From an optimization exercise on the open Yosys and OpenROAD flow, aimed at small area; shortcuts taken in it are not production practice. Where RTL was checked, it was by simulation tests only, not by an equivalence proof against the original. The RTL of runs 1 to 4 was laid out without a check of its function. Power and IR drop assume default switching activity.

**flow/run.sh**
```bash
#!/bin/bash
# synth_recipe.tcl (not shown) runs the flow's synth.tcl, then flattens the netlist and writes it again
# the make line also repeats each setting of config.mk as NAME=value (left out here)
make -C /OpenROAD-flow-scripts/flow DESIGN_CONFIG=/design/flow/config.mk WORK_HOME=/design/flow/orfs CLKGATE_MAP_FILE= SYNTH_SCRIPT=/design/flow/synth_recipe.tcl finish
```
**flow/config.mk**
```make
export PLATFORM = sky130hd
export DESIGN_NAME = multicycle_datapath
export DESIGN_NICKNAME = multicycle_datapath
export VERILOG_FILES = /design/flow/design.v
export SDC_FILE = /design/flow/constraint.sdc
export NUM_CORES = 4
export LEC_CHECK = 0
export CAP_MARGIN = 20
export CORE_MARGIN = 2
export CORE_UTILIZATION = 60
export CTS_BUF_LIST = sky130_fd_sc_hd__clkbuf_4
export SLEW_MARGIN = 20
export SYNTH_HIERARCHICAL = 1
```
**flow/constraint.sdc**
```tcl
create_clock -name core_clock -period 10.0 [get_ports {clk}]
set_input_delay 2.0000 -clock core_clock [delete_from_list [all_inputs] [get_ports {clk}]]
set_output_delay 2.0000 -clock core_clock [all_outputs]
set_load 0.01 [all_outputs]
```
**flow/design.v**
```verilog
package multicycle_datapath_pkg;
  localparam logic [5:0] OP_RTYPE = 6'h00;
  localparam logic [5:0] OP_ADDI  = 6'h08;
  localparam logic [5:0] OP_LW    = 6'h23;
  localparam logic [5:0] OP_SW    = 6'h2B;
  localparam logic [5:0] OP_BEQ   = 6'h04;
  localparam logic [5:0] OP_BNE   = 6'h05;
  localparam logic [5:0] FN_ADD = 6'h20;
  localparam logic [5:0] FN_SUB = 6'h22;
  localparam logic [5:0] FN_AND = 6'h24;
  localparam logic [5:0] FN_OR  = 6'h25;
  localparam logic [5:0] FN_SLT = 6'h2A;
  localparam logic [3:0] K_ADD  = 4'b0000;
  localparam logic [3:0] K_ILL  = 4'b0001;
  localparam logic [3:0] K_AND  = 4'b0010;
  localparam logic [3:0] K_OR   = 4'b0011;
  localparam logic [3:0] K_SUB  = 4'b0100;
  localparam logic [3:0] K_SLT  = 4'b0101;
  localparam logic [3:0] K_BEQ  = 4'b0110;
  localparam logic [3:0] K_BNE  = 4'b0111;
  localparam logic [3:0] K_ADDI = 4'b1000;
  localparam logic [3:0] K_LW   = 4'b1001;
  localparam logic [3:0] K_SW   = 4'b1010;
  typedef enum logic [2:0] {
    S_FETCH  = 3'd0,
    S_DECODE = 3'd1,
    S_EXEC   = 3'd2,
    S_MEM    = 3'd3,
    S_WB     = 3'd4
  } state_e;
endpackage
module mc_alu
#(
  parameter int DATA_W = 32
) (
  input  logic [DATA_W-1:0] a,
  input  logic [DATA_W-1:0] b,
  input  logic              sub,
  input  logic              logic_op,
  input  logic              lor,
  input  logic              slt,
  output logic [DATA_W-1:0] result,
  output logic [3:0]        flags
);
  logic [DATA_W-1:0] b_eff;
  logic [DATA_W:0]   sum;
  logic              ovf;
  logic              arith;
  always_comb begin
    b_eff  = b ^ {DATA_W{sub}};
    sum    = {1'b0, a} + {1'b0, b_eff} + {{DATA_W{1'b0}}, sub};
    ovf    = (a[DATA_W-1] == b_eff[DATA_W-1]) && (sum[DATA_W-1] != a[DATA_W-1]);
    arith  = !logic_op && !slt;
    if (logic_op)   result = lor ? (a | b) : (a & b);
    else if (slt)   result = {{(DATA_W-1){1'b0}}, sum[DATA_W-1] ^ ovf};
    else            result = sum[DATA_W-1:0];
    flags = {result[DATA_W-1], (result == '0), arith & sum[DATA_W], arith & ovf};
  end
endmodule
module mc_rf_read
#(
  parameter int DATA_W = 32
) (
  input  logic [31:1]          sel,
  input  logic [31*DATA_W-1:0] regs,
  output logic [DATA_W-1:0]    rdata
);
  always_comb begin
    rdata = '0;
    for (int i = 1; i < 32; i++) rdata = rdata | (regs[(i-1)*DATA_W +: DATA_W] & {DATA_W{sel[i]}});
  end
endmodule
module multicycle_datapath
#(
  parameter int                DATA_W   = 32,
  parameter int                ADDR_W   = 32,
  parameter logic [ADDR_W-1:0] RESET_PC = '0
) (
  input  logic              clk,
  input  logic              reset,
  output logic [ADDR_W-1:0] imem_addr,
  input  logic [31:0]       imem_rdata,
  output logic [ADDR_W-1:0] dmem_addr,
  output logic [DATA_W-1:0] dmem_wdata,
  output logic              dmem_rd,
  output logic              dmem_wr,
  input  logic [DATA_W-1:0] dmem_rdata,
  input  logic              dmem_ready,
  output logic [DATA_W-1:0] Dout,
  output logic [3:0]        flags,
  output logic              illegal
);
  multicycle_datapath_pkg::state_e state;
  logic [ADDR_W-1:2] pc;
  logic [3:0]        kls;        
  logic [4:0]        rt;
  logic [15:0]       imm16;
  logic [DATA_W-1:0] regs [1:31];
  logic [DATA_W-1:0] a_q;
  logic [DATA_W-1:0] dout_q;
  logic [3:0]        flags_q;
  logic              illegal_q;
  logic st_fetch, st_decode, st_exec, st_mem, st_wb;
  assign st_fetch  = (state == multicycle_datapath_pkg::S_FETCH);
  assign st_decode = (state == multicycle_datapath_pkg::S_DECODE);
  assign st_exec   = (state == multicycle_datapath_pkg::S_EXEC);
  assign st_mem    = (state == multicycle_datapath_pkg::S_MEM);
  assign st_wb     = (state == multicycle_datapath_pkg::S_WB);
  logic [5:0] f_op;
  logic [5:0] f_fn;
  logic [3:0] f_kls;
  assign f_op = imem_rdata[31:26];
  assign f_fn = imem_rdata[5:0];
  always_comb begin
    f_kls = multicycle_datapath_pkg::K_ILL;
    case (f_op)
      multicycle_datapath_pkg::OP_RTYPE: begin
        case (f_fn)
          multicycle_datapath_pkg::FN_ADD: f_kls = multicycle_datapath_pkg::K_ADD;
          multicycle_datapath_pkg::FN_SUB: f_kls = multicycle_datapath_pkg::K_SUB;
          multicycle_datapath_pkg::FN_AND: f_kls = multicycle_datapath_pkg::K_AND;
          multicycle_datapath_pkg::FN_OR:  f_kls = multicycle_datapath_pkg::K_OR;
          multicycle_datapath_pkg::FN_SLT: f_kls = multicycle_datapath_pkg::K_SLT;
          default: ;
        endcase
      end
      multicycle_datapath_pkg::OP_ADDI: f_kls = multicycle_datapath_pkg::K_ADDI;
      multicycle_datapath_pkg::OP_LW:   f_kls = multicycle_datapath_pkg::K_LW;
      multicycle_datapath_pkg::OP_SW:   f_kls = multicycle_datapath_pkg::K_SW;
      multicycle_datapath_pkg::OP_BEQ:  f_kls = multicycle_datapath_pkg::K_BEQ;
      multicycle_datapath_pkg::OP_BNE:  f_kls = multicycle_datapath_pkg::K_BNE;
      default: ;
    endcase
  end
  logic k_imm, k_legal, k_sub, k_logic, k_slt, k_br, k_lw, k_ldst, k_wb;
  assign k_imm   = kls[3];
  assign k_legal = (kls != multicycle_datapath_pkg::K_ILL);
  assign k_sub   = !kls[3] &&  kls[2];
  assign k_logic = !kls[3] && !kls[2] && kls[1];
  assign k_slt   = !kls[3] &&  kls[2] && !kls[1] && kls[0];
  assign k_br    = !kls[3] &&  kls[2] && kls[1];
  assign k_ldst  =  kls[3] && (kls[1] || kls[0]);
  assign k_lw    = kls[0];
  assign k_wb    = (kls[3] && !kls[1] && !kls[0]) || (!kls[3] && k_legal && !k_br);
  logic [4:0]        ra;
  logic [31:0]       ra_dec;
  logic [DATA_W-1:0] rdata;
  logic [31*DATA_W-1:0] regs_flat;
  assign ra = st_fetch ? imem_rdata[25:21] : rt;
  always_comb begin
    ra_dec = '0;
    ra_dec[ra] = 1'b1;
  end
  always_comb begin
    for (int i = 1; i < 32; i++) regs_flat[(i-1)*DATA_W +: DATA_W] = regs[i];
  end
  mc_rf_read #(.DATA_W(DATA_W)) u_rf_read (
    .sel   (ra_dec[31:1]),
    .regs  (regs_flat),
    .rdata (rdata)
  );
  logic              wr_en;
  logic [4:0]        wa;
  logic [31:0]       wa_dec;
  logic [DATA_W-1:0] wdata;
  logic [DATA_W-1:0] wdata_r;
  logic [31:0]       reg_en;
  assign wr_en = (st_wb && !(kls[3] && kls[0])) || (st_mem && k_lw && dmem_ready);
  assign wa    = k_imm ? rt : imm16[15:11];
  always_comb begin
    wa_dec = '0;
    wa_dec[wa] = 1'b1;
  end
  assign wdata   = st_mem ? dmem_rdata : dout_q;
  assign wdata_r = wdata & {DATA_W{!reset}};
  assign reg_en  = {32{reset}} | (wa_dec & {32{wr_en}});
  always_ff @(posedge clk) begin
    for (int i = 1; i < 32; i++)
      if (reg_en[i]) regs[i] <= wdata_r;
  end
  logic [DATA_W-1:0] imm;
  logic [DATA_W-1:0] alu_b;
  logic [DATA_W-1:0] alu_res;
  logic [3:0]        alu_flags;
  assign imm   = DATA_W'($signed(imm16));
  assign alu_b = k_imm ? imm : rdata;
  mc_alu #(.DATA_W(DATA_W)) u_alu (
    .a        (a_q),
    .b        (alu_b),
    .sub      (k_sub),
    .logic_op (k_logic),
    .lor      (kls[0]),
    .slt      (k_slt),
    .result   (alu_res),
    .flags    (alu_flags)
  );
  logic [ADDR_W-1:2] pc_inc;
  logic [ADDR_W-1:2] pc_sum;
  logic              branch_taken;
  assign pc_inc = st_fetch ? (ADDR_W-2)'(1) : (ADDR_W-2)'($signed(imm16));
  assign pc_sum = pc + pc_inc;
  assign branch_taken = k_br && (alu_flags[2] != kls[0]);
  assign dmem_rd    = st_mem &&  k_lw;
  assign dmem_wr    = st_mem && !k_lw;
  assign imem_addr  = {pc, RESET_PC[1:0]};
  assign dmem_addr  = ADDR_W'(dout_q);
  assign dmem_wdata = rdata;
  assign Dout       = dout_q;
  assign flags      = flags_q;
  assign illegal    = illegal_q;
  multicycle_datapath_pkg::state_e state_nxt;
  always_comb begin
    state_nxt = multicycle_datapath_pkg::S_FETCH;
    case (state)
      multicycle_datapath_pkg::S_FETCH:  state_nxt = multicycle_datapath_pkg::S_DECODE;
      multicycle_datapath_pkg::S_DECODE: state_nxt = multicycle_datapath_pkg::S_EXEC;
      multicycle_datapath_pkg::S_EXEC: begin
        if (k_ldst)    state_nxt = multicycle_datapath_pkg::S_MEM;
        else if (k_wb) state_nxt = multicycle_datapath_pkg::S_WB;
      end
      multicycle_datapath_pkg::S_MEM: begin
        if (!dmem_ready) state_nxt = multicycle_datapath_pkg::S_MEM;
        else if (k_lw)   state_nxt = multicycle_datapath_pkg::S_WB;
      end
      default: ;
    endcase
  end
  always_ff @(posedge clk) begin
    if (reset) state <= multicycle_datapath_pkg::S_FETCH;
    else       state <= state_nxt;
  end
  always_ff @(posedge clk) begin
    if (st_fetch) begin
      kls   <= f_kls;
      rt    <= imem_rdata[20:16];
      imm16 <= imem_rdata[15:0];
      a_q   <= rdata;
    end
  end
  always_ff @(posedge clk) begin
    if (reset) begin
      pc        <= RESET_PC[ADDR_W-1:2];
      dout_q    <= '0;
      flags_q   <= '0;
      illegal_q <= 1'b0;
    end else begin
      if (st_fetch || (st_exec && branch_taken)) pc <= pc_sum;
      if (st_exec) begin
        if (k_legal) begin
          dout_q  <= alu_res;
          flags_q <= alu_flags;
        end else begin
          illegal_q <= 1'b1;
        end
      end
    end
  end
endmodule
```
==> results.txt, run 1 <==
outcome=finished clean; Total Wirelength=137000 µm; Hold Crit Class=flip-flop to flip-flop; Post-route DRC=0; critical setup path kind=primary input to flip-flop; largest net degree at the start of global routing=68; Non-Filler Cell Area, Final=56300 µm²; P&R area growth vs syn=21.5%; Combinational Power Share=37.0%; first-pass iteration count of the detailed router=8; Largest stage delay, worst path=0.62 ns; gp weighted congestion=0.971; fin cells=5113; vias per cell=6.40; IO Count=202; number of buffers and inverters on the critical path=8; Vias=32.7k; number of core rows=101; root buf cell=clkbuf_4; wire length per cell=26.7 µm; PwrDens=276 nW/µm²; FF/Latch Area=32900 µm²; share of cells above drive strength 1=25.1%; gr ovfl total=0; slowest cell on the critical path=or4_1; hold slack=0.464 ns; Max Fclk=104 MHz; Worst Max-Slew Pin Slew=1.17 ns; skew final=0.141 ns; Starting Density=60.9%; Syn Area/Cell=14.6 µm²; max-cap viol count=0; Die X-Extent=282 µm; Synth Warn #=10; Seq cells post-synth=1119; CP Launch Type=primary input; CTS tree=yes; Multi-input gate area=12700 µm²; clk slew on worst S/H paths=0.06 ns; ys flop type=edfxtp_1; maximum fanout along the worst path=19; Internal=10.3 mW; Max Slew Vio Count=0; detailed placement HPWL=90500 µm; Post-Syn Area=46400 µm²; unrepaired setup endpoints after global routing=false; register share of total power=38.6%; port buffer count=199; crit path capture type=flip-flop; asr flop ratio synth=0%; Total Routing Usage GR=34.5%; commonest cells after routing, fill and taps aside=1049 x edfxtp_1, 406 x clkbuf_4, 386 x a22oi_1; count of final setup violators=0; 1st-iter DRT viols=4053; VDD IR-drop max=0.151 mV; placed cells=4612; core region area=76200 µm²; vias in the first global route=32.3k; Period minus WS final=9.57 ns; Sw Pwr=5.19 mW; DIE AREA=79500 µm²; number of nets with antenna violations after routing=0; Clock Path Buffers=4; static leakage=20.9 nW; total CTS buffers=296; first-pass GRT wire length=200000 µm; fin crit share=95.7%; synthesized netlist cell count=3178; final net count=4011; # clock sinks=1119; Slew headroom=21.7%; cell repeated most along the worst path=buf_4; EDFF count, synth=1049; initial antenna violation count=8; sequential area share after synthesis=70.9%; H-tree depth=5; Arr. time, crit path=10.57 ns; switch share=33.4%; Yosys cell types=97; Largest delay share family, worst path=simple AND/OR/NAND/NOR gates; leading cell type in the layout, fill and taps excluded=edfxtp_1; pre-CTS worst setup slack=-0.949 ns; Worst-Skew Late Latency=1.19 ns; Placement Cell Area=52600 µm²; clock share of power=24.4%; Fin. Hold Viols=0; setup ws final=0.426 ns; Fill cells=4889; die height=282 µm; Worst EP required=11.00 ns
## cell usage after synthesis (all sizes together), types with 11 or more instances
master / instances / share of area, %
edfxtp: 1049 / 68
a22oi: 387 / 6.3
nand2: 235 / 1.9
clkbuf: 152 / 1.3
a21oi: 151 / 1.6
nor2: 118 / 0.96
nand3: 92 / 1.0
o21ai: 82 / 0.88
nand4: 78 / 1.1
dfxtp: 70 / 3.0
buf: 66 / 0.99
ha: 60 / 1.6
xor2: 57 / 1.1
a21o: 43 / 0.70
inv: 40 / 0.32
nor3: 39 / 0.47
a22o: 37 / 0.70
or4: 34 / 0.55
a221oi: 33 / 1.0
a222oi: 32 / 0.69
xnor2: 28 / 0.53
maj3: 23 / 0.50
mux2i: 21 / 0.45
nor2b: 20 / 0.27
mux2: 16 / 0.39
a211oi: 15 / 0.24
or3: 15 / 0.20
a31oi: 14 / 0.19
o21a: 12 / 0.19
nor3b: 11 / 0.19
nor4: 11 / 0.16
## worst reg2reg max path, delay by kind of cell, from the launching register on
kind                       cells  cell delay, ns
and+or+nand+nor               16            4.52
muxes                          1            0.43
AOI/OAI and AO/OA              8            1.93
adders and majority gates      1            0.45
buffers and inverters          6            1.13
xor gates and xnor gates       2            0.41
DFF                            1            0.45
## metrics by stage
stage          utilization (%)  TNS (ns)  power [mW]
2_1_floorplan                -         0        8.65
3_3_place_gp              69.1    -12.90        11.6
3_5_place_dp              69.1    -18.36        11.6
4_1_cts                   73.7         0        15.4
5_1_grt                   73.9         0        16.3
6_report                  73.9         0        15.5
## cell families (layout without fill, tap and decap cells)
group | count (synthesis) | in the layout | share of synthesized area [%]
other | 1 | 10 | 0.00809
and+or+nand+nor | 706 | 706 | 7.60
buffers and inverters | 258 | 1154 | 2.63
AOI/OAI and AO/OA | 887 | 887 | 14.2
xor gates and xnor gates | 85 | 85 | 1.61
muxes | 37 | 37 | 0.842
adders and majority gates | 85 | 85 | 2.20
DFF | 1119 | 1119 | 70.9
## layer usage
layer / up-vias / wire length [µm] / track usage (%)
met1: 16300 / 53900 / 46.8
met4: 0 / 4370 / 13.7
met2: 1873 / 64500 / 54.4
met5: - / 0 / 0
met3: 299 / 13900 / 8.04
li1: 14300 / - / -
## area by class of cell
cell class | count | area share [%]
Timing Repair Buffer | 623 | 10.3
Clock inverter | 85 | 0.833
Antenna cell | 8 | 0.0355
Tap cell | 1030 | 2.29
Sequential cell | 1119 | 58.4
Inverter | 40 | 0.267
Clock buffer | 406 | 5.41
Multi-Input combinational cell | 1802 | 22.5
## state kept, by name (all words and copies together), names as in the netlist
name and count:
state 3, dout_q 32, pc 30, flags_q 4
regs 992, imm16 16, illegal_q 1, kls 4
rt 5, a_q 32
## final timing paths
| check | start | end | slack, ns | cells past startpoint |
|---|---|---|---|---|
| setup reg to reg | state[2] | pc[27] | 0.55 | 34 |
| hold / removal | flags_q[2] | flags_q[2] | 0.46 | 2 |
| setup / recovery | imem_rdata[21] | pc[27] | 0.43 | 37 |
| hold reg to reg | flags_q[2] | flags_q[2] | 0.46 | 2 |
## timing repair
action,in CTS,in global routing
hold buffers,0,0
setup buffers,0,2
resized for setup,0,30
endpoints found under the setup margin,0,16
## power groups by stage
stage               Sequential (mW)  Combinational (mW)  Clock [mW]
global placement               6.06                5.51           0
global route                   6.03                6.14        4.09
detailed placement             6.08                5.56           0
CTS                            5.99                5.59        3.86
floorplan                      6.00                2.65           0
finish                         5.99                5.74        3.79
==> run 2, diff against run 1 <==
--- a/flow/design.v
+++ b/flow/design.v
@@ -29,6 +29,55 @@
     S_WB     = 3'd4
   } state_e;
 endpackage
+module mc_add
+#(
+  parameter int N = 32
+) (
+  input  logic [N-1:0] a,
+  input  logic [N-1:0] b,
+  input  logic         ci,
+  output logic [N-1:0] s,
+  output logic         co
+);
+  localparam int L = $clog2(N);
+  logic [N-1:0] p;
+  logic [N-1:0] g;
+  logic [N-1:0] gl [0:L];
+  logic [N-1:0] pl [0:L];
+  logic [N:0]   c;
+  always_comb begin
+    p = a ^ b;
+    g = a & b;
+    gl[0] = g;
+    pl[0] = p;
+    gl[0][0] = g[0] | (p[0] & ci);
+    for (int l = 1; l <= L; l++) begin
+      gl[l] = gl[l-1];
+      pl[l] = pl[l-1];
+      for (int i = 0; i < N; i++)
+        if (((i + 1) % (1 << l)) == 0) begin
+          gl[l][i] = gl[l-1][i] | (pl[l-1][i] & gl[l-1][i - (1 << (l-1))]);
+          pl[l][i] = pl[l-1][i] & pl[l-1][i - (1 << (l-1))];
+        end
+    end
+    c[0] = ci;
+    for (int i = 0; i < N; i++) begin
+      logic gg;
+      int   k;
+      gg = 1'b0;
+      k  = 0;
+      for (int l = L; l >= 0; l--) begin
+        if ((((i + 1) >> l) & 1) == 1) begin
+          gg = gl[l][k + (1 << l) - 1] | (pl[l][k + (1 << l) - 1] & gg);
+          k  = k + (1 << l);
+        end
+      end
+      c[i+1] = gg;
+    end
+    s  = p ^ c[N-1:0];
+    co = c[N];
+  end
+endmodule
 module mc_alu
 #(
   parameter int DATA_W = 32
@@ -43,18 +92,27 @@
   output logic [3:0]        flags
 );
   logic [DATA_W-1:0] b_eff;
-  logic [DATA_W:0]   sum;
+  logic [DATA_W-1:0] sum;
+  logic              carry;
   logic              ovf;
   logic              arith;
-  always_comb begin
-    b_eff  = b ^ {DATA_W{sub}};
-    sum    = {1'b0, a} + {1'b0, b_eff} + {{DATA_W{1'b0}}, sub};
-    ovf    = (a[DATA_W-1] == b_eff[DATA_W-1]) && (sum[DATA_W-1] != a[DATA_W-1]);
-    arith  = !logic_op && !slt;
-    if (logic_op)   result = lor ? (a | b) : (a & b);
+  logic [DATA_W-1:0] lres;
+  assign b_eff = b ^ {DATA_W{sub}};
+  mc_add #(.N(DATA_W)) u_add (
+    .a  (a),
+    .b  (b_eff),
+    .ci (sub),
+    .s  (sum),
+    .co (carry)
+  );
+  always_comb begin
+    ovf   = (a[DATA_W-1] == b_eff[DATA_W-1]) && (sum[DATA_W-1] != a[DATA_W-1]);
+    arith = !logic_op && !slt;
+    lres  = (a & b) | (a & {DATA_W{lor}}) | (b & {DATA_W{lor}});
+    if (logic_op)   result = lres;
     else if (slt)   result = {{(DATA_W-1){1'b0}}, sum[DATA_W-1] ^ ovf};
-    else            result = sum[DATA_W-1:0];
-    flags = {result[DATA_W-1], (result == '0), arith & sum[DATA_W], arith & ovf};
+    else            result = sum;
+    flags = {result[DATA_W-1], (result == '0), arith & carry, arith & ovf};
   end
 endmodule
 module mc_rf_read
@@ -93,6 +151,7 @@
   multicycle_datapath_pkg::state_e state;
   logic [ADDR_W-1:2] pc;
   logic [3:0]        kls;        
+  logic [4:0]        rs;
   logic [4:0]        rt;
   logic [15:0]       imm16;
   logic [DATA_W-1:0] regs [1:31];
@@ -146,7 +205,7 @@
   logic [31:0]       ra_dec;
   logic [DATA_W-1:0] rdata;
   logic [31*DATA_W-1:0] regs_flat;
-  assign ra = st_fetch ? imem_rdata[25:21] : rt;
+  assign ra = st_decode ? rs : rt;
   always_comb begin
     ra_dec = '0;
     ra_dec[ra] = 1'b1;
@@ -232,10 +291,11 @@
   always_ff @(posedge clk) begin
     if (st_fetch) begin
       kls   <= f_kls;
+      rs    <= imem_rdata[25:21];
       rt    <= imem_rdata[20:16];
       imm16 <= imem_rdata[15:0];
-      a_q   <= rdata;
     end
+    if (st_decode) a_q <= rdata;
   end
   always_ff @(posedge clk) begin
     if (reset) begin
--- a/flow/config.mk
+++ b/flow/config.mk
@@ -7,7 +7,5 @@
 export LEC_CHECK = 0
 export CAP_MARGIN = 20
 export CORE_MARGIN = 2
-export CORE_UTILIZATION = 60
-export CTS_BUF_LIST = sky130_fd_sc_hd__clkbuf_4
+export CORE_UTILIZATION = 40
 export SLEW_MARGIN = 20
-export SYNTH_HIERARCHICAL = 1
==> run 2 against run 1 <==
Non-clock buffer count fell by 155. Area after synthesis rose by 4.7%. Final area rose by 2.8%. Fmax fell by 0.67%. Sequential share of layout area fell by 1.4 points. Clock-buffer cell count fell by 263. Synthesized cell count rose by 12%. Clock power rose by 9.0%. Cell count rose by 9.3%. Via count rose by 9.3%.
==> results.txt, run 2 <==
number of buffers and inverters on the critical path=5 (-3); Worst Max-Slew Pin Slew=1.21 ns (+0.0381 ns); number of core rows=127 (+26%); placed cells=5366 (+16%); Worst-Skew Late Latency=0.76 ns (-0.43 ns); Max Slew Vio Count=0 (unchanged); P&R area growth vs syn=19.3%; Post-Syn Area=48500 µm² (+4.7%); Fin. Hold Viols=0 (unchanged); Multi-input gate area=14700 µm² (+16%); Combinational Power Share=38.2% (+1.2 points); sequential area share after synthesis=68.1% (-2.9 points); asr flop ratio synth=0% (unchanged); Seq cells post-synth=1123 (+0.36%); vias in the first global route=32.9k (+1.9%); die height=352 µm (+25%); Syn Area/Cell=13.7 µm² (-6.4%); maximum fanout along the worst path=26 (+7); vias per cell=6.39 (about the same); final net count=4033 (+0.55%); DIE AREA=124000 µm² (+56%); wire length per cell=34.0 µm (+27%); largest register by flop count=regs; leading cell type in the layout, fill and taps excluded=edfxtp_1; Vias=35.7k (+9.3%); Max Used Layer=met4; root buf cell=clkbuf_16; CTS tree=yes; Non-Filler Cell Area, Final=57900 µm² (+2.8%); synthesized netlist cell count=3552 (+12%); clock share of power=25.4% (+1.0 points); Post-route DRC=0 (unchanged); critical setup path kind=flip-flop to flip-flop; share of cells above drive strength 1=15.6% (-9.5 points); skew final=0.0403 ns (-0.101 ns); Slew headroom=19.4% (-2.3 points); core region area=120000 µm² (+58%); Sw Pwr=6.11 mW (+18%); Synth Warn #=7 (-3); number of nets with antenna violations after routing=0 (unchanged); fin crit share=96.4% (+0.65 points); setup ws final=0.361 ns (-0.0651 ns); Post-synth top cells=1054 x edfxtp_1, 379 x nand2_1, 151 x nor2_1, 141 x a21oi_1, 139 x clkbuf_1; Largest delay share family, worst path=compound AO/OA/AOI/OAI gates; Starting Density=40.4% (-20 points); Max Fclk=104 MHz (-0.67%); VDD IR-drop max=0.162 mV (+7.7%); max reg flops=992 (unchanged); register share of total power=36.4% (-2.2 points); Total Routing Usage GR=29.7% (-4.8 points); detailed placement HPWL=114000 µm (+26%); FF/Latch Area=33000 µm² (+0.41%); Placement Cell Area=54000 µm² (+2.6%); EDFF count, synth=1054 (+0.48%); switch share=37.5% (+4.1 points); Total Wirelength=190000 µm (+39%); dominant cells by area after synthesis=edfxtp_1 65%, nand2_1 2.9%, dfxtp_1 2.8%; gr ovfl total=0 (unchanged); total CTS buffers=113 (-62%); most frequent cell after synthesis=edfxtp_1; cell taking the most area after synthesis=edfxtp_1; Clock Path Buffers=3 (-1); max-cap viol count=0 (unchanged); first-pass GRT wire length=261000 µm (+31%); PwrDens=281 nW/µm² (+2.1%); commonest cells after routing, fill and taps aside=1054 x edfxtp_1, 353 x nand2_1, 252 x buf_4; ys flop type=edfxtp_1; largest net degree at the start of global routing=84 (+24%); IO Count=202 (unchanged); pre-CTS worst setup slack=-0.0428 ns (+0.906 ns); gp weighted congestion=0.921 (-5.1%); first-pass iteration count of the detailed router=6 (-2); static leakage=20.6 nW (-1.6%); initial antenna violation count=6 (-2); H-tree depth=3 (-2); Internal=10.2 mW (-1.5%); Worst EP required=10.61 ns (-0.39 ns); Largest stage delay, worst path=0.88 ns (+0.26 ns); slowest cell on the critical path=a222oi_1; CP Launch Type=flip-flop; Arr. time, crit path=10.25 ns (-0.32 ns); 1st-iter DRT viols=6009 (+48%); share of the synthesized area in the top cell type=65.2% (-2.7 points); Period minus WS final=9.64 ns (+0.0651 ns); Yosys cell types=100 (+3.1%); count of final setup violators=0 (unchanged); top flop regs=regs (992), a_q (32), dout_q (32); # clock sinks=1123 (+0.36%); met1 WL=71200 µm (+32%); met3 wire length=26100 µm (+87%); Die X-Extent=352 µm (+25%); fin cells=5591 (+9.3%); clk slew on worst S/H paths=0.06 ns (about the same); crit path capture type=flip-flop; Hold Crit Class=flip-flop to flip-flop; CTS Hold Buffers Added=0 (unchanged); met2 wire len=84300 µm (+31%); port buffer count=199 (unchanged); outcome=finished clean; Fill cells=10.5k (+110%)
## run 2: routing by layer
layer / track usage (%) / vias up
met5: 0 / -
li1: - / 14600
met4: 12.1 / 0
met2: 45.3 / 2804
met3: 7.38 / 451
met1: 40.6 / 17900
## run 2: stage by stage
| stage | utilization, % | TNS (ns) | total power [mW] | hold WS, ns |
|---|---|---|---|---|
| 6_report | 48.2 | 0 | 16.3 | 0.465 |
| 5_1_grt | 48.2 | -0.334 | 16.8 | 0.483 |
| 4_1_cts | 47.9 | 0 | 16.0 | 0.465 |
| 3_5_place_dp | 45.0 | -0.272 | 12.0 | 0.457 |
| 3_3_place_gp | 45.0 | 0 | 11.9 | 0.450 |
| 2_1_floorplan | - | 0 | 8.99 | 0.481 |
## run 2: final timing paths
kind	startpoint	end	slack, ns	cells after the start
worst max-delay path	state[1]	pc[21]	0.36	38
worst min-delay path	flags_q[2]	flags_q[2]	0.46	2
worst max register to register	state[1]	pc[21]	0.36	38
worst min register to register	flags_q[2]	flags_q[2]	0.46	2
## run 2: timing repair
action | 4_1_cts | 5_1_grt
setup endpoints to repair | 21 | 31
pin swaps | 1 | 13
resized for setup | 5 | 43
buffers inserted | 0 | 14
cloned | 0 | 1
## run 2: final cells by class
type,count,share of cell area (%)
multi-input cells,2075,25.4
flip-flops and latches,1123,57.0
diodes,2,0.00864
inverters,103,0.683
well taps,1612,3.48
clock buffers,143,5.18
repair buffers,468,7.23
clock inverters,65,0.931
## run 2: logic make-up after synthesis
| family | count (synthesis) | share of synthesized area [%] |
|---|---|---|
| other | 1 | 0.00773 |
| adders and majority gates | 84 | 2.42 |
| and+or+nand+nor | 899 | 8.80 |
| buffers and inverters | 356 | 3.29 |
| AOI/OAI and AO/OA | 921 | 14.0 |
| DFF | 1123 | 68.1 |
| muxes | 93 | 2.05 |
| xor gates and xnor gates | 75 | 1.35 |
## run 2: worst register-to-register path: cells and delay by family (launching register included)
family / cells / cell delay (ns)
AO/OA/AOI/OAI: 16 / 4.21
XOR/XNOR: 3 / 0.58
adder cells (fa/ha/maj): 3 / 1.00
buffers and inverters: 5 / 0.88
flip-flops: 1 / 0.36
multiplexers: 4 / 1.04
AND/OR/NAND/NOR: 7 / 1.44
## run 2: power by group through the flow
stage / Sequential, mW / Clock [mW] / Combinational (mW)
floorplan: 5.95 / 0 / 3.04
global placement: 6.01 / 0 / 5.93
detailed placement: 6.02 / 0 / 5.94
CTS: 5.93 / 4.15 / 5.98
global route: 5.97 / 4.32 / 6.50
finish: 5.93 / 4.13 / 6.23
==> run 3, diff against run 2 <==
--- a/flow/config.mk
+++ b/flow/config.mk
@@ -9,3 +9,4 @@
 export CORE_MARGIN = 2
 export CORE_UTILIZATION = 40
 export SLEW_MARGIN = 20
+export SYNTH_HIERARCHICAL = 1
==> run 3 against run 2 <==
Still clean on timing, DRC and antenna. Clock skew decreased by 0.00087 ns. Total power is 13% lower. Worst hold slack worse by 0.0078 ns. Critical path type unchanged.
==> results.txt, run 3 <==
# clock sinks=1124 (+0.089%); Total Routing Usage GR=23.1% (-6.6 points); GRT busiest layer=met2; skew final=0.0394 ns (-0.000872 ns); most frequent cell after synthesis=edfxtp_1; hold slack=0.457 ns (-0.00776 ns); number of nets with antenna violations after routing=0 (unchanged); die height=343 µm (-2.7%); Clock Path Buffers=3 (unchanged); cell taking the most area after synthesis=edfxtp_1; antenna fix cells=0 (-2); count of final setup violators=0 (unchanged); Hold Crit Class=flip-flop to flip-flop; placed cells=4692 (-13%); Vias=29.4k (-18%); sequential area share after synthesis=72.0% (+4.0 points); max-cap viol count=0 (unchanged); initial antenna violation count=2 (-4); leading cell type in the layout, fill and taps excluded=edfxtp_1; PwrDens=264 nW/µm² (-6.1%); root buf cell=clkbuf_16; IO Count=202 (unchanged); number of buffers and inverters on the critical path=5 (unchanged); wire length per cell=28.6 µm (-16%); commonest cells after routing, fill and taps aside=1054 x edfxtp_1, 385 x a22oi_1, 209 x nand2_1; Max Slew Vio Count=0 (unchanged); largest register by flop count=regs; GR met2 Demand/Resource=37.6% (-7.7 points); Worst EP required=10.54 ns (-0.07 ns); WP depth=39 (+2.6%); core region area=114000 µm² (-5.1%); Syn Area/Cell=14.9 µm² (+9.1%); final net count=3433 (-15%); Worst Max-Slew Pin Slew=1.19 ns (-0.0187 ns); Max Fclk=106 MHz (+2.5%); CP Launch Type=flip-flop; detailed placement HPWL=86100 µm (-25%); synthesized netlist cell count=3078 (-13%); first-pass iteration count of the detailed router=9 (+3); vias in the first global route=27.7k (-16%); Reg2Reg Depth=39 (+2.6%); CTS tree=yes; fin crit share=94.1% (-2.3 points); Largest delay share family, worst path=simple AND/OR/NAND/NOR gates; switch share=32.8% (-4.7 points); Post-Syn Area=45900 µm² (-5.4%); gp weighted congestion=0.902 (-2.1%); Starting Density=40.2% (-0.16 points); critical setup path kind=flip-flop to flip-flop; Arr. time, crit path=9.95 ns (-0.30 ns); Sw Pwr=4.67 mW (-24%); GR met1 Demand/Resource=32.5% (-8.1 points); total CTS buffers=108 (-4.4%); unrepaired setup endpoints after global routing=false; outcome=finished clean; Seq cells post-synth=1124 (+0.089%); Fin. Hold Viols=0 (unchanged); CTS Hold Buffers Added=0 (unchanged); clock share of power=29.2% (+3.8 points); dominant cells by area after synthesis=edfxtp_1 69%, a22oi_1 6.3%, dfxtp_1 3.1%; number of core rows=124 (-2.4%); fin cells=4897 (-12%); static leakage=18.9 nW (-8.4%); Combinational Power Share=28.8% (-9.4 points); Largest stage delay, worst path=0.63 ns (-0.25 ns); asr flop ratio synth=0% (unchanged); Yosys cell types=78 (-22%); max reg flops=992 (unchanged); Post-synth top cells=1054 x edfxtp_1, 385 x a22oi_1, 213 x nand2_1, 163 x a21oi_1, 134 x clkbuf_1; VDD IR-drop max=0.145 mV (-11%); top flop regs=regs (992), a_q (32), dout_q (32); port buffer count=199 (unchanged); slowest cell on the critical path=or4_1; Worst-Skew Late Latency=0.70 ns (-0.06 ns); Period minus WS final=9.41 ns (-0.234 ns); GR Util met3=3.38% (-4.0 points); largest net degree at the start of global routing=70 (-17%); register share of total power=42.0% (+5.6 points); H-tree depth=3 (unchanged); Die X-Extent=343 µm (-2.7%); maximum fanout along the worst path=17 (-35%); P&R area growth vs syn=17.3%; Synth Warn #=13 (+6); share of cells above drive strength 1=13.7% (-2.0 points); hold path depth=2 (unchanged); 1st-iter DRT viols=3656 (-39%); ys flop type=edfxtp_1; clk slew on worst S/H paths=0.06 ns (about the same); share of the synthesized area in the top cell type=69.0% (+3.8 points); DIE AREA=117000 µm² (-5.4%); vias per cell=6.01 (-6.0%); Post-route DRC=0 (unchanged); Internal=9.55 mW (-6.2%); Total Wirelength=140000 µm (-26%); gr ovfl total=0 (unchanged); first-pass GRT wire length=198000 µm (-24%); crit path capture type=flip-flop; Slew headroom=20.6% (+1.2 points); Setup TNS=0 ns (unchanged); EDFF count, synth=1054 (unchanged)
## run 3: cell count changes in the layout (fill, tap and decap cells not counted), sizes merged, moves of 47 or more
cell   change
nand2    -166
nand4     +55
nor2      -63
a22oi    +253
o21ai     -66
mux2i     -47
buf      -158
## run 3: logic make-up (layout without fill, tap and decap cells)
kind of cell             count (synthesis)  after routing  synth area share (%)
adder cells (fa/ha/maj)                 73             73                  2.27
other                                    1              2               0.00817
XOR/XNOR                                77             77                  1.47
AND/OR/NAND/NOR                        620            621                  6.75
buffers and inverters                  284            589                  2.87
AO/OA/AOI/OAI                          864            864                  13.8
flip-flops                            1124           1124                  72.0
multiplexers                            35             35                 0.812
## run 3: path summary, 6_finish.rpt
check	from	to	slack [ns]
max	state[2]	pc[28]	0.59
min	flags_q[1]	flags_q[1]	0.46
max reg2reg	state[2]	pc[28]	0.59
min reg2reg	flags_q[1]	flags_q[1]	0.46
## run 3: layer usage
| layer | vias up | part of all wire [%] |
|---|---|---|
| met4 | 0 | 2.4 |
| met1 | 15100 | 41 |
| met3 | 186 | 9.4 |
| li1 | 12700 | - |
| met2 | 1504 | 47 |
| met5 | - | 0 |
## run 3: repair_timing
action                     in CTS  in global routing
gates resized for setup         0                 16
buffers inserted                0                  5
setup endpoints to repair       0                 16
hold endpoints to repair        0                  0
## run 3: stage by stage
stage	power [mW]	util [%]	instance area, µm²	worst slack, ns
3_5_place_dp	10.1	43.9	50100	0.174
5_1_grt	14.8	47.2	53800	0.00810
6_report	14.2	47.2	53800	0.594
3_3_place_gp	10.0	43.9	50100	0.270
4_1_cts	14.2	47.1	53700	0.0964
2_1_floorplan	8.30	-	45900	1.21
## run 3: worst min-delay path: stages (launching register included)
cell	delay, ns
dfxtp_1	0.31
nand2_1	0.05
a21oi_1	0.05
## run 3: layout make-up
type                       instances  area [µm²]
timing repair buffer             310        2850
fill                            9869       60200
multi-input combinational       1672       12200
sequential                      1124       33100
inverter                          80         300
clock buffer                     125        2770
tap                             1512        1890
clock inverter                    74         801
## run 3: power groups by stage
stage	sequential (mW)	clock (mW)	combinational, mW
finish	5.97	4.16	4.09
global route	6.01	4.38	4.41
CTS	5.96	4.20	4.03
detailed placement	6.06	0	4.01
global placement	6.05	0	3.99
floorplan	6.00	0	2.30
==> run 4, diff against run 3 <==
--- a/flow/config.mk
+++ b/flow/config.mk
@@ -8,5 +8,6 @@
 export CAP_MARGIN = 20
 export CORE_MARGIN = 2
 export CORE_UTILIZATION = 40
+export CTS_BUF_LIST = sky130_fd_sc_hd__clkbuf_8
 export SLEW_MARGIN = 20
 export SYNTH_HIERARCHICAL = 1
==> run 4 against run 3 <==
Combinational power about the same. Total power down 4.2%. Fmax barely moved. Highest routed layer unchanged. Critical path type unchanged. Area after synthesis did not move.
==> results.txt, run 4 <==
dominant cells by area after synthesis=edfxtp_1 69%, a22oi_1 6.3%, dfxtp_1 3.1%; switch share=34.1% (+1.3 points); 1st-iter DRT viols=3539 (-3.2%); first-pass iteration count of the detailed router=7 (-2); number of nets with antenna violations after routing=0 (unchanged); Largest stage delay, worst path=0.69 ns (+0.06 ns); vias in the first global route=28.2k (+1.5%); EDFF count, synth=1054 (unchanged); CTS Hold Buffers Added=0 (unchanged); ys flop type=edfxtp_1; gr ovfl total=0 (unchanged); outcome=finished clean; clock share of power=26.2% (-3.0 points); skew final=0.0491 ns (+0.00973 ns); Fill cells=9963 (+0.95%); root buf cell=clkbuf_8; GR Util met3=4.01% (+0.63 points); first-pass GRT wire length=198000 µm (+0.20%); Total Routing Usage GR=23.2% (+0.13 points); Internal=8.98 mW (-6.0%); share of cells above drive strength 1=14.5% (+0.80 points); Setup TNS=0 ns (unchanged); largest register by flop count=regs; Post-synth top cells=1054 x edfxtp_1, 385 x a22oi_1, 213 x nand2_1, 163 x a21oi_1, 134 x clkbuf_1; Hold Crit Class=flip-flop to flip-flop; Max Slew Vio Count=0 (unchanged); VDD IR-drop max=0.114 mV (-21%); Worst-Skew Late Latency=0.85 ns (+0.15 ns); register share of total power=43.9% (+1.9 points); sequential area share after synthesis=72.0% (unchanged); Max Fclk=106 MHz (about the same); Fin. Hold Viols=0 (unchanged); clk slew on worst S/H paths=0.07 ns (about the same); max-cap viol count=0 (unchanged); crit path capture type=flip-flop; H-tree depth=4 (+1); top flop regs=regs (992), a_q (32), dout_q (32); GRT busiest layer=met2; wire length per cell=27.9 µm (-2.4%); port buffer count=199 (unchanged); GR met1 Demand/Resource=32.2% (-0.30 points); Worst Max-Slew Pin Slew=1.20 ns (+0.00794 ns); largest net degree at the start of global routing=70 (unchanged); Worst EP required=10.72 ns (+0.18 ns); commonest cells after routing, fill and taps aside=1054 x edfxtp_1, 385 x a22oi_1, 211 x nand2_1; share of the synthesized area in the top cell type=69.0% (unchanged); count of final setup violators=0 (unchanged); P&R area growth vs syn=16.3%; asr flop ratio synth=0% (unchanged); CP Launch Type=flip-flop; cell taking the most area after synthesis=edfxtp_1; Starting Density=40.2% (unchanged); Seq cells post-synth=1124 (unchanged); critical setup path kind=flip-flop to flip-flop; maximum fanout along the worst path=22 (+5); Clock Path Buffers=3 (unchanged); static leakage=18.9 nW (+0.24%); Yosys cell types=78 (unchanged); CTS tree=yes; Non-Filler Cell Area, Final=53400 µm² (-0.81%); leading cell type in the layout, fill and taps excluded=edfxtp_1; gp weighted congestion=0.902 (unchanged); total CTS buffers=172 (+59%); Die X-Extent=343 µm (unchanged); die height=343 µm (unchanged); Post-route DRC=0 (unchanged); initial antenna violation count=4 (+2); Arr. time, crit path=10.12 ns (+0.17 ns); PwrDens=255 nW/µm² (-3.5%); Combinational Power Share=29.9% (+1.1 points); fin crit share=94.1% (about the same); core region area=114000 µm² (unchanged); Total Wirelength=139000 µm (-0.32%); most frequent cell after synthesis=edfxtp_1; Syn Area/Cell=14.9 µm² (unchanged); Synth Warn #=13 (unchanged); vias per cell=5.91 (-1.6%); DIE AREA=117000 µm² (unchanged); Slew headroom=20.1% (-0.53 points); max reg flops=992 (unchanged); number of core rows=124 (unchanged); GR met2 Demand/Resource=37.3% (-0.25 points); Placement Cell Area=50100 µm² (unchanged); synthesized netlist cell count=3078 (unchanged); slowest cell on the critical path=or4_1; Period minus WS final=9.41 ns (-0.000151 ns); # clock sinks=1124 (unchanged); detailed placement HPWL=86100 µm (unchanged); final net count=3493 (+1.7%); Post-Syn Area=45900 µm² (unchanged); Sw Pwr=4.64 mW (-0.59%); IO Count=202 (unchanged); Vias=29.6k (+0.45%)
==> run 4: cell counts after synthesis <==
Identical to the previous run, type by type.
==> run 4: logic make-up (layout without fill, tap and decap cells) <==
kind of cell / after synthesis / count (layout) / share of synthesized area, %
buffers and inverters: 284 / 692 / 2.87
AO/OA/AOI/OAI: 864 / 864 / 13.8
other: 1 / 3 / 0.00817
flip-flops: 1124 / 1124 / 72.0
adder cells (fa/ha/maj): 73 / 73 / 2.27
AND/OR/NAND/NOR: 620 / 620 / 6.75
multiplexers: 35 / 35 / 0.812
XOR/XNOR: 77 / 77 / 1.47
==> run 4: final cells by class <==
class | instances | area (µm²) | area share [%]
clock buffer | 177 | 2440 | 4.56
sequential | 1124 | 33100 | 61.9
tap | 1512 | 1890 | 3.54
multi-input combinational | 1671 | 12100 | 22.7
antenna | 1 | 2.50 | 0.00469
inverter | 80 | 300 | 0.563
timing repair buffer | 307 | 2820 | 5.29
clock inverter | 128 | 742 | 1.39
==> run 4: timing repair <==
item                       in CTS  in global routing
setup endpoints to repair       0                 17
resized for setup               0                 11
buffers inserted                0                  2
==> run 4: layer usage <==
metal | wire, µm | share of wire, %
met1 | 57100 | 41
met2 | 65800 | 47
met3 | 13100 | 9.4
met4 | 3460 | 2.5
met5 | 0 | 0
==> run 4: final timing paths <==
check | start | depth (start not counted) | to | slack [ns]
worst min register to register | flags_q[1] | 2 | flags_q[1] | 0.46
worst min-delay path | flags_q[1] | 2 | flags_q[1] | 0.46
worst max-delay path | state[2] | 34 | pc[28] | 0.59
worst max register to register | state[2] | 34 | pc[28] | 0.59
==> run 4: power groups by stage <==
stage | combinational, mW | sequential [mW] | clock [mW]
after CTS | 4.02 | 5.97 | 3.63
after global routing | 4.39 | 6.01 | 3.82
after global placement | 3.99 | 6.05 | 0
final | 4.07 | 5.97 | 3.57
after floorplan | 2.30 | 6.00 | 0
after detailed placement | 4.01 | 6.06 | 0
==> run 4: critical path, delay by kind of cell (launching register included) <==
kind / cells / cell delay [ns]
AOI/OAI and AO/OA: 6 / 1.29
adders and majority gates: 3 / 1.07
buffers and inverters: 3 / 0.67
and+or+nand+nor: 15 / 4.15
DFF: 1 / 0.34
muxes: 3 / 0.92
xor gates and xnor gates: 4 / 0.82
==> run 4: through the flow <==
stage	util (%)	worst slack (ns)	cells	power (mW)	hold slack (ns)
floorplan	-	1.21	3079	8.30	0.481
global placement	43.9	0.270	4692	10.0	0.446
detailed placement	43.9	0.174	4692	10.1	0.453
CTS	46.7	0.123	4997	13.6	0.462
global route	46.8	-0.0210	5000	14.2	0.476
finish	46.8	0.594	5000	13.6	0.457
==> run 5, diff against run 4 <==
--- a/flow/design.v
+++ b/flow/design.v
@@ -39,7 +39,7 @@
   output logic [N-1:0] s,
   output logic         co
 );
-  localparam int L = $clog2(N);
+  localparam int L = (N > 32) ? 6 : (N > 16) ? 5 : (N > 8) ? 4 : (N > 4) ? 3 : (N > 2) ? 2 : 1;
   logic [N-1:0] p;
   logic [N-1:0] g;
   logic [N-1:0] gl [0:L];
--- a/flow/config.mk
+++ b/flow/config.mk
@@ -9,5 +9,7 @@
 export CORE_MARGIN = 2
 export CORE_UTILIZATION = 40
 export CTS_BUF_LIST = sky130_fd_sc_hd__clkbuf_8
+export CTS_CLUSTER_DIAMETER = 60
+export CTS_CLUSTER_SIZE = 16
 export SLEW_MARGIN = 20
 export SYNTH_HIERARCHICAL = 1
==> run 5 against run 4 <==
Still clean. Synthesized cell count is the same. Sequential power is essentially flat. Clock power fell by about 30%. Combinational power about the same. Worst hold slack gained 0.0019 ns. Largest cell class unchanged. Largest power group unchanged.
==> results.txt, run 5 <==
outcome=finished clean; wire length per cell=28.8 µm (+3.2%); pre-CTS worst setup slack=0.174 ns (unchanged); Placement Cell Area=50100 µm² (unchanged); fin cells=4831 (-3.4%); port buffer count=199 (unchanged); commonest cells after routing, fill and taps aside=1054 x edfxtp_1, 385 x a22oi_1, 210 x nand2_1; core region area=114000 µm² (unchanged); first-pass GRT wire length=197000 µm (-0.77%); DIE AREA=117000 µm² (unchanged); number of nets with antenna violations after routing=0 (unchanged); count of final setup violators=0 (unchanged); P&R area growth vs syn=13.1%; initial antenna violation count=5 (+1); clk slew on worst S/H paths=0.10 ns (+0.03 ns); Design Power=12.6 mW (-7.8%); Period minus WS final=9.42 ns (+0.0193 ns); leading cell type in the layout, fill and taps excluded=edfxtp_1; top flop regs=regs (992), a_q (32), dout_q (32); Post-synth top cells=1054 x edfxtp_1, 385 x a22oi_1, 213 x nand2_1, 163 x a21oi_1, 134 x clkbuf_1; Vias=29.0k (-1.9%); Fin. Hold Viols=0 (unchanged); largest family of logic cells by synthesized area=compound AO/OA/AOI/OAI gates; multiplexer area fraction after synthesis=0.812% (unchanged); ys flop type=edfxtp_1; dominant cells by area after synthesis=edfxtp_1 69%, a22oi_1 6.3%, dfxtp_1 3.1%; Post-Synth Simple-Gate Area=6.75% (unchanged); static leakage=18.0 nW (-5.0%); gp weighted congestion=0.902 (unchanged); fin crit share=94.2% (+0.19 points); Util after Layout=45.5% (-1.3 points); number of core rows=124 (unchanged); Reg-to-Reg End=pc[31]; hold_sp=flags_q[1]; critical setup path kind=flip-flop to flip-flop; detailed placement HPWL=86100 µm (unchanged); share of cells above drive strength 1=12.7% (-1.8 points); Worst EP required=10.68 ns (-0.04 ns); synthesized netlist cell count=3078 (unchanged); hold slack=0.459 ns (+0.00189 ns); Post-Syn Area=45900 µm² (unchanged); Total Routing Usage GR=23.0% (-0.25 points); final net count=3412 (-2.3%); critical path startpoint=state[2]; first-pass iteration count of the detailed router=6 (-1); Reg2Reg Depth=34 (unchanged); Total Wirelength=139000 µm (-0.26%); Largest stage delay, worst path=0.73 ns (+0.04 ns); Multi-input gate area=12200 µm² (+0.21%); EDFF count, synth=1054 (unchanged); CP Launch Type=flip-flop; 1st-iter DRT viols=3625 (+2.4%); placed cells=4692 (unchanged); cell taking the most area after synthesis=edfxtp_1; die height=343 µm (unchanged); CTS tree=yes; Starting Density=40.2% (unchanged); Worst Max-Slew Pin Slew=1.18 ns (-0.0213 ns); post-synthesis compound-gate area fraction=13.8% (unchanged); H-tree depth=3 (-1); most frequent cell after synthesis=edfxtp_1; max reg flops=992 (unchanged); Syn Area/Cell=14.9 µm² (unchanged); root buf cell=clkbuf_8; Post-route DRC=0 (unchanged); IO Count=202 (unchanged); Slew headroom=21.5% (+1.4 points); CP endpoint=pc[31]; VDD IR-drop max=0.102 mV (-10%); Fill cells=10.0k (+0.79%); Non-Filler Cell Area, Final=51900 µm² (-2.8%); Yosys cell types=78 (unchanged); share of the synthesized area in the top cell type=69.0% (unchanged); Arr. time, crit path=10.10 ns (-0.02 ns); vias in the first global route=27.5k (-2.4%); total CTS buffers=90 (-48%); xor and xnor area share after synthesis=1.47% (unchanged); CTS Hold Buffers Added=0 (unchanged); Setup TNS=0 ns (unchanged); Max Slew Vio Count=0 (unchanged); Hold Crit Class=flip-flop to flip-flop; FF/Latch Area=33100 µm² (unchanged); Clock Path Buffers=3 (unchanged); adder-cell share of the synthesized area=2.27% (unchanged); vias per cell=6.01 (+1.6%); sequential area share after synthesis=72.0% (unchanged); maximum fanout along the worst path=22 (unchanged); Seq cells post-synth=1124 (unchanged); PwrDens=242 nW/µm² (-5.1%); crit path capture type=flip-flop; Worst R2R Setup Slack=0.58 ns (-0.02 ns); Synth Warn #=13 (unchanged); largest register by flop count=regs; slowest cell on the critical path=or4_1; skew final=0.0463 ns (-0.00280 ns); Worst-Skew Late Latency=0.77 ns (-0.08 ns); asr flop ratio synth=0% (unchanged); Die X-Extent=343 µm (unchanged); R2R Path Start=state[2]; Max Fclk=106 MHz (-0.21%); gr ovfl total=0 (unchanged); cell repeated most along the worst path=xor2_1; setup ws final=0.575 ns (-0.0193 ns); largest net degree at the start of global routing=70 (unchanged); max-cap viol count=0 (unchanged); # clock sinks=1124 (unchanged)
-- run 5: cell counts after synthesis --
No cell type changed its count.
-- run 5: per-layer routing --
| metal | global-route usage [%] | part of all wire (%) | wire length, µm |
|---|---|---|---|
| met5 | 0 | 0 | 0 |
| met1 | 32.5 | 41 | 57300 |
| met3 | 2.99 | 8.9 | 12400 |
| met4 | 5.92 | 2.4 | 3280 |
| met2 | 37.6 | 48 | 66100 |
-- run 5: timing repair --
item | 4_1_cts | 5_1_grt
setup buffers | 0 | 2
resized for setup | 0 | 15
endpoints found under the setup margin | 0 | 16
-- run 5: worst max-delay path, delay by kind of cell, from the launching register on --
family | cells | cell delay, ns
flip-flops | 1 | 0.35
adder cells (fa/ha/maj) | 3 | 0.98
multiplexers | 2 | 0.80
XOR/XNOR | 4 | 0.89
AO/OA/AOI/OAI | 8 | 1.79
AND/OR/NAND/NOR | 14 | 3.81
buffers and inverters | 3 | 0.66
-- run 5: worst min path at each step --
stage | to | slack, ns | cells past startpoint
2_1_floorplan | flags_q[0] | 0.48 | 2
3_3_place_gp | flags_q[3] | 0.45 | 2
3_5_place_dp | flags_q[0] | 0.45 | 2
4_1_cts | flags_q[1] | 0.46 | 2
5_1_grt | flags_q[1] | 0.48 | 2
6_report | flags_q[1] | 0.46 | 2
-- run 5: cells by family (layout without fill, tap and decap cells) --
family,Yosys count,after routing
and+or+nand+nor,620,621
other,1,3
DFF,1124,1124
xor gates and xnor gates,77,77
adders and majority gates,73,73
buffers and inverters,284,522
muxes,35,35
AOI/OAI and AO/OA,864,864
-- run 5: report_power, final --
group	internal (mW)	leakage [nW]	total [mW]	switching, mW
Sequential	5.72	11.4	5.96	0.239
Combinational	1.47	5.68	4.10	2.63
Clock	0.959	0.868	2.50	1.54
Total	8.15	18.0	12.6	4.41
-- run 5: layout make-up --
| type | count | area share (%) |
|---|---|---|
| multi-input cells | 1672 | 23.4 |
| flip-flops and latches | 1124 | 63.7 |
| diodes | 1 | 0.00482 |
| inverters | 80 | 0.579 |
| clock buffers | 92 | 2.44 |
| clock inverters | 43 | 0.755 |
| well taps | 1512 | 3.65 |
| repair buffers | 307 | 5.44 |
==> run 6, diff against run 5 <==
--- a/flow/config.mk
+++ b/flow/config.mk
@@ -8,8 +8,5 @@
 export CAP_MARGIN = 20
 export CORE_MARGIN = 2
 export CORE_UTILIZATION = 40
-export CTS_BUF_LIST = sky130_fd_sc_hd__clkbuf_8
-export CTS_CLUSTER_DIAMETER = 60
-export CTS_CLUSTER_SIZE = 16
 export SLEW_MARGIN = 20
 export SYNTH_HIERARCHICAL = 1
==> run 6 against run 5 <==
Clock power rose by 66%. Largest cell class unchanged. Final area rose by 3.7%. Global-route usage is 0.11 points higher. Cell count grew 1.4%. Still clean on timing, DRC and antenna. Fmax rose by 0.20%. Sequential share of layout area fell by 2.3 points. Worst hold slack got worse by 0.0016 ns. Utilization up 1.7 points. Sequential power about the same. Routed wire length grew 0.58%. Highest routed layer unchanged. Clock skew down 0.0069 ns. Synthesized cell count unchanged.
==> results.txt, run 6 <==
Internal=9.55 mW (+17%); placed cells=4692 (unchanged); synthesized netlist cell count=3078 (unchanged); largest register by flop count=regs; FF/Latch Area=33100 µm² (unchanged); Placement Cell Area=50100 µm² (unchanged); Max Slew Vio Count=0 (unchanged); Sw Pwr=4.67 mW (+5.9%); clk slew on worst S/H paths=0.06 ns (-0.04 ns); fin cells=4897 (+1.4%); detailed placement HPWL=86100 µm (unchanged); Worst EP required=10.54 ns (-0.14 ns); number of nets with antenna violations after routing=0 (unchanged); wire length per cell=28.6 µm (-0.77%); dominant cells by area after synthesis=edfxtp_1 69%, a22oi_1 6.3%, dfxtp_1 3.1%; Clock Path Buffers=3 (unchanged); Util after Layout=47.2% (+1.7 points); vias in the first global route=27.7k (+0.96%); ys flop type=edfxtp_1; clock share of power=29.2% (+9.3 points); asr flop ratio synth=0% (unchanged); gp weighted congestion=0.902 (unchanged); leading cell type in the layout, fill and taps excluded=edfxtp_1; largest net degree at the start of global routing=70 (unchanged); R2R Path Start=state[2]; Total Routing Usage GR=23.1% (+0.11 points); static leakage=18.9 nW (+5.0%); cell taking the most area after synthesis=edfxtp_1; Post-route DRC=0 (unchanged); Reg-to-Reg End=pc[28]; Total Wirelength=140000 µm (+0.58%); unrepaired setup endpoints after global routing=false; Period minus WS final=9.41 ns (-0.0192 ns); fin crit share=94.1% (-0.19 points); Arr. time, crit path=9.95 ns (-0.15 ns); P&R area growth vs syn=17.3%; Syn Area/Cell=14.9 µm² (unchanged); max-cap viol count=0 (unchanged); H-tree depth=3 (unchanged); EDFF count, synth=1054 (unchanged); max reg flops=992 (unchanged); Slew headroom=20.6% (-0.89 points); PwrDens=264 nW/µm² (+9.2%); Fin. Hold Viols=0 (unchanged); CP Launch Type=flip-flop; CTS Hold Buffers Added=0 (unchanged); hold path depth=2 (unchanged); Worst-Skew Late Latency=0.70 ns (-0.07 ns); number of buffers and inverters on the critical path=5 (+2); Die X-Extent=343 µm (unchanged); number of core rows=124 (unchanged); VDD IR-drop max=0.145 mV (+42%); Post-synth top cells=1054 x edfxtp_1, 385 x a22oi_1, 213 x nand2_1, 163 x a21oi_1, 134 x clkbuf_1; Seq cells post-synth=1124 (unchanged); outcome=finished clean; Largest stage delay, worst path=0.63 ns (-0.10 ns); vias per cell=6.01 (about the same); crit path capture type=flip-flop; count of final setup violators=0 (unchanged); antenna fix cells=0 (-1); Setup TNS=0 ns (unchanged); DIE AREA=117000 µm² (unchanged); final net count=3433 (+0.62%); top flop regs=regs (992), a_q (32), dout_q (32); 1st-iter DRT viols=3656 (+0.86%); most frequent cell after synthesis=edfxtp_1; initial antenna violation count=2 (-3); slowest cell on the critical path=or4_1; switch share=32.8% (-2.3 points); critical path startpoint=state[2]; Worst R2R Setup Slack=0.59 ns (+0.02 ns); setup ws final=0.594 ns (+0.0192 ns); # clock sinks=1124 (unchanged); Vias=29.4k (+1.4%); Hold Crit Class=flip-flop to flip-flop; IO Count=202 (unchanged); pre-CTS worst setup slack=0.174 ns (unchanged); share of cells above drive strength 1=13.7% (+1.0 points); CTS tree=yes; Post-Syn Area=45900 µm² (unchanged); Non-Filler Cell Area, Final=53800 µm² (+3.7%); root buf cell=clkbuf_16; Starting Density=40.2% (unchanged); maximum fanout along the worst path=17 (-23%); Max Fclk=106 MHz (+0.20%); Multi-input gate area=12200 µm² (about the same); Largest delay share family, worst path=simple AND/OR/NAND/NOR gates; Worst Max-Slew Pin Slew=1.19 ns (+0.0134 ns); critical setup path kind=flip-flop to flip-flop; first-pass iteration count of the detailed router=9 (+3); first-pass GRT wire length=198000 µm (+0.57%); Min-Delay Endpoint=flags_q[1]; sequential area share after synthesis=72.0% (unchanged); register share of total power=42.0% (-5.5 points); hold_sp=flags_q[1]; port buffer count=199 (unchanged); Yosys cell types=78 (unchanged); skew final=0.0394 ns (-0.00693 ns); Synth Warn #=13 (unchanged); core region area=114000 µm² (unchanged); share of the synthesized area in the top cell type=69.0% (unchanged); die height=343 µm (unchanged); Combinational Power Share=28.8% (-3.8 points); total CTS buffers=108 (+20%); gr ovfl total=0 (unchanged); Fill cells=9869 (-1.7%); commonest cells after routing, fill and taps aside=1054 x edfxtp_1, 385 x a22oi_1, 209 x nand2_1; Reg2Reg Depth=39 (+15%)
[run 6: cell counts after synthesis]
No cell type changed its count.
[run 6: stage by stage]
stage                     hold WS (ns)  total power [mW]
after floorplan                  0.481              8.30
after global placement           0.446              10.0
after detailed placement         0.453              10.1
final                            0.457              14.2
after CTS                        0.461              14.2
after global routing             0.475              14.8
[run 6: cell families after synthesis]
| logic type | count (synthesis) | share of synthesized area [%] |
|---|---|---|
| XOR/XNOR | 77 | 1.47 |
| AND/OR/NAND/NOR | 620 | 6.75 |
| multiplexers | 35 | 0.812 |
| adder cells (fa/ha/maj) | 73 | 2.27 |
| flip-flops | 1124 | 72.0 |
| AO/OA/AOI/OAI | 864 | 13.8 |
| buffers and inverters | 284 | 2.87 |
| other | 1 | 0.00817 |
[run 6: worst min-delay path, delay by kind of cell, from the launching register on]
kind	cells	cell delay (ns)
and+or+nand+nor	1	0.05
DFF	1	0.31
AOI/OAI and AO/OA	1	0.05
[run 6: metal layers]
metal  track usage [%]  vias to the layer above  wire [µm]
li1                  -                    12700          -
met1              32.5                    15100      57200
met2              37.6                     1504      66100
met3              3.38                      186      13200
met4              5.99                        0       3290
met5                 0                        -          0
[run 6: repair_timing]
item	in CTS	in global routing
setup buffers	0	5
resized for setup	0	16
endpoints found under the setup margin	0	16
[run 6: cell type report]
class / instances / share of cell area (%)
clock buffer: 125 / 5.14
clock inverter: 74 / 1.49
inverter: 80 / 0.558
multi-input combinational: 1672 / 22.6
sequential: 1124 / 61.4
tap: 1512 / 3.52
timing repair buffer: 310 / 5.30
[run 6: power groups by stage]
stage	sequential (mW)	clock [mW]	combinational, mW
after detailed placement	6.06	0	4.01
after global routing	6.01	4.38	4.41
final	5.97	4.16	4.09
after CTS	5.96	4.20	4.03
after floorplan	6.00	0	2.30
after global placement	6.05	0	3.99
[run 6: worst max-delay path by stage]
stage / cells past startpoint / slack [ns] / end
3_5_place_dp: 35 / 0.17 / pc[28]
3_3_place_gp: 35 / 0.27 / pc[28]
2_1_floorplan: 40 / 1.21 / pc[31]
6_report: 39 / 0.59 / pc[28]
5_1_grt: 39 / 0.008 / pc[28]
4_1_cts: 35 / 0.1 / pc[28]
==> run 7, diff against run 6 <==
--- a/flow/config.mk
+++ b/flow/config.mk
@@ -8,5 +8,8 @@
 export CAP_MARGIN = 20
 export CORE_MARGIN = 2
 export CORE_UTILIZATION = 40
+export CTS_BUF_LIST = sky130_fd_sc_hd__clkbuf_16
+export CTS_CLUSTER_DIAMETER = 100
+export CTS_CLUSTER_SIZE = 30
 export SLEW_MARGIN = 20
 export SYNTH_HIERARCHICAL = 1
==> run 7 against run 6 <==
Global-route usage down 0.39 points. Sequential share of layout area up 2.7 points. Clock power down 45%. Worst setup slack worse by 0.070 ns. Cell count down 2.8%. Worst hold slack better by 0.0077 ns. Final area down 4.3%. Routed wire length down 1.9%. Combinational power about the same. Highest routed layer unchanged. Register-to-register slack worse by 0.07 ns. Sequential power about the same.
==> results.txt, run 7 <==
first-pass GRT wire length=195000 µm (-1.6%); count of final setup violators=0 (unchanged); antenna fix cells=0 (unchanged); fin crit share=94.8% (+0.70 points); gr ovfl total=0 (unchanged); Worst Max-Slew Pin Slew=1.17 ns (-0.0227 ns); Placement Cell Area=50100 µm² (unchanged); DIE AREA=117000 µm² (unchanged); xor and xnor area share after synthesis=1.47% (unchanged); Starting Density=40.2% (unchanged); critical setup path kind=flip-flop to flip-flop; Post-Synth Simple-Gate Area=6.75% (unchanged); largest family of logic cells by synthesized area=compound AO/OA/AOI/OAI gates; Hold Crit Class=flip-flop to flip-flop; Period minus WS final=9.48 ns (+0.0695 ns); H-tree depth=2 (-1); root buf cell=clkbuf_16; outcome=finished clean; Slew headroom=22.1% (+1.5 points); vias in the first global route=26.9k (-2.9%); largest net degree at the start of global routing=70 (unchanged); Die X-Extent=343 µm (unchanged); static leakage=17.8 nW (-5.8%); Arr. time, crit path=10.01 ns (+0.06 ns); Synth Warn #=13 (unchanged); Post-Syn Area=45900 µm² (unchanged); Setup TNS=0 ns (unchanged); Max Slew Vio Count=0 (unchanged); sequential area share after synthesis=72.0% (unchanged); port buffer count=199 (unchanged); max reg flops=992 (unchanged); total CTS buffers=44 (-59%); Worst EP required=10.53 ns (about the same); gp weighted congestion=0.902 (unchanged); CTS tree=yes; Vias=28.9k (-2.0%); Total Routing Usage GR=22.7% (-0.39 points); Syn Area/Cell=14.9 µm² (unchanged); crit path capture type=flip-flop; top flop regs=regs (992), a_q (32), dout_q (32); largest register by flop count=regs; dominant cells by area after synthesis=edfxtp_1 69%, a22oi_1 6.3%, dfxtp_1 3.1%; initial antenna violation count=3 (+1); Max Fclk=106 MHz (-0.73%); EDFF count, synth=1054 (unchanged); Post-route DRC=0 (unchanged); maximum fanout along the worst path=22 (+5); Worst-Skew Late Latency=0.66 ns (-0.04 ns); share of cells above drive strength 1=10.9% (-2.8 points); Yosys cell types=78 (unchanged); PwrDens=239 nW/µm² (-9.6%); # clock sinks=1124 (unchanged); detailed placement HPWL=86100 µm (unchanged); multiplexer area fraction after synthesis=0.812% (unchanged); commonest cells after routing, fill and taps aside=1054 x edfxtp_1, 385 x a22oi_1, 210 x nand2_1; core region area=114000 µm² (unchanged); asr flop ratio synth=0% (unchanged); die height=343 µm (unchanged); Seq cells post-synth=1124 (unchanged); number of nets with antenna violations after routing=0 (unchanged); most frequent cell after synthesis=edfxtp_1; share of the synthesized area in the top cell type=69.0% (unchanged); IO Count=202 (unchanged); clk slew on worst S/H paths=0.12 ns (+0.06 ns); first-pass iteration count of the detailed router=6 (-3); final net count=3367 (-1.9%); max-cap viol count=0 (unchanged); number of core rows=124 (unchanged); P&R area growth vs syn=12.2%; leading cell type in the layout, fill and taps excluded=edfxtp_1; post-synthesis compound-gate area fraction=13.8% (unchanged); skew final=0.0303 ns (-0.00906 ns); synthesized netlist cell count=3078 (unchanged); Fin. Hold Viols=0 (unchanged); Post-synth top cells=1054 x edfxtp_1, 385 x a22oi_1, 213 x nand2_1, 163 x a21oi_1, 134 x clkbuf_1; wire length per cell=28.8 µm (+0.89%); VDD IR-drop max=0.129 mV (-11%); adder-cell share of the synthesized area=2.27% (unchanged); Total Wirelength=137000 µm (-1.9%); vias per cell=6.06 (+0.87%); ys flop type=edfxtp_1; CP Launch Type=flip-flop; Largest stage delay, worst path=0.69 ns (+0.06 ns); 1st-iter DRT viols=3700 (+1.2%); Clock Path Buffers=3 (unchanged); Non-Filler Cell Area, Final=51500 µm² (-4.3%); slowest cell on the critical path=or4_1; cell taking the most area after synthesis=edfxtp_1
## run 7: worst paths after layout
kind | slack, ns | startpoint | end | cells after the start
setup / recovery | 0.52 | state[2] | pc[28] | 36
setup reg to reg | 0.52 | state[2] | pc[28] | 36
hold reg to reg | 0.46 | flags_q[1] | flags_q[1] | 2
hold / removal | 0.46 | flags_q[1] | flags_q[1] | 2
## run 7: through the flow
stage          setup WS, ns  util [%]  power (mW)  hold slack [ns]  instances
3_5_place_dp          0.174      43.9        10.1            0.453       4692
2_1_floorplan          1.21         -        8.30            0.481       3079
5_1_grt            -0.00144      45.2        12.9            0.483       4760
4_1_cts               0.112      45.1        12.3            0.469       4756
6_report              0.525      45.2        12.3            0.465       4760
3_3_place_gp          0.270      43.9        10.0            0.446       4692
## run 7: worst max-delay path, delay by kind of cell, from the launching register on
kind / cells / cell delay, ns
AND/OR/NAND/NOR: 16 / 3.95
AO/OA/AOI/OAI: 6 / 1.31
adder cells (fa/ha/maj): 3 / 1.07
multiplexers: 3 / 0.93
buffers and inverters: 4 / 0.89
XOR/XNOR: 4 / 0.80
flip-flops: 1 / 0.34
## run 7: layout make-up
| class | instances | area [µm²] |
|---|---|---|
| Clock buffer | 46 | 1150 |
| Clock inverter | 18 | 143 |
| Fill cell | 10000 | 62500 |
| Inverter | 80 | 300 |
| Multi-Input combinational cell | 1671 | 12100 |
| Sequential cell | 1124 | 33100 |
| Tap cell | 1512 | 1890 |
| Timing Repair Buffer | 309 | 2840 |
## run 7: power breakdown
group	switching, mW	internal (mW)	total [mW]
Sequential	0.239	5.72	5.96
Combinational	2.60	1.47	4.07
Clock	1.40	0.878	2.27
Total	4.24	8.06	12.3
## run 7: what timing repair did
| action | in CTS | in global routing |
|---|---|---|
| hold buffers | 0 | 0 |
| resized for setup | 0 | 12 |
| setup endpoints to repair | 0 | 16 |
| buffers inserted | 0 | 3 |
## run 7: layer usage
layer,global-route usage [%],vias to the layer above,part of all wire [%]
li1,-,12400,-
met2,37.5,1378,48
met5,0,-,0
met1,32.5,14900,41
met4,4.52,0,2.0
met3,2.59,139,8.6
## run 7: cell families (layout without fill, tap and decap cells)
family,count (synthesis),after routing
simple gates,620,620
compound gates,864,864
flops,1124,1124
xor+xnor,77,77
fa+ha+maj,73,73
other cells,1,2
buf+inv,284,453
mux,35,35

Check on run 7: ideal ports give 0.525 ns setup slack; a clkbuf_16 on the clock port and buf_2 on the inputs give 0.525 ns; moving port delays by the midpoint clock arrival (0.720 ns) as well gives 0.525 ns.
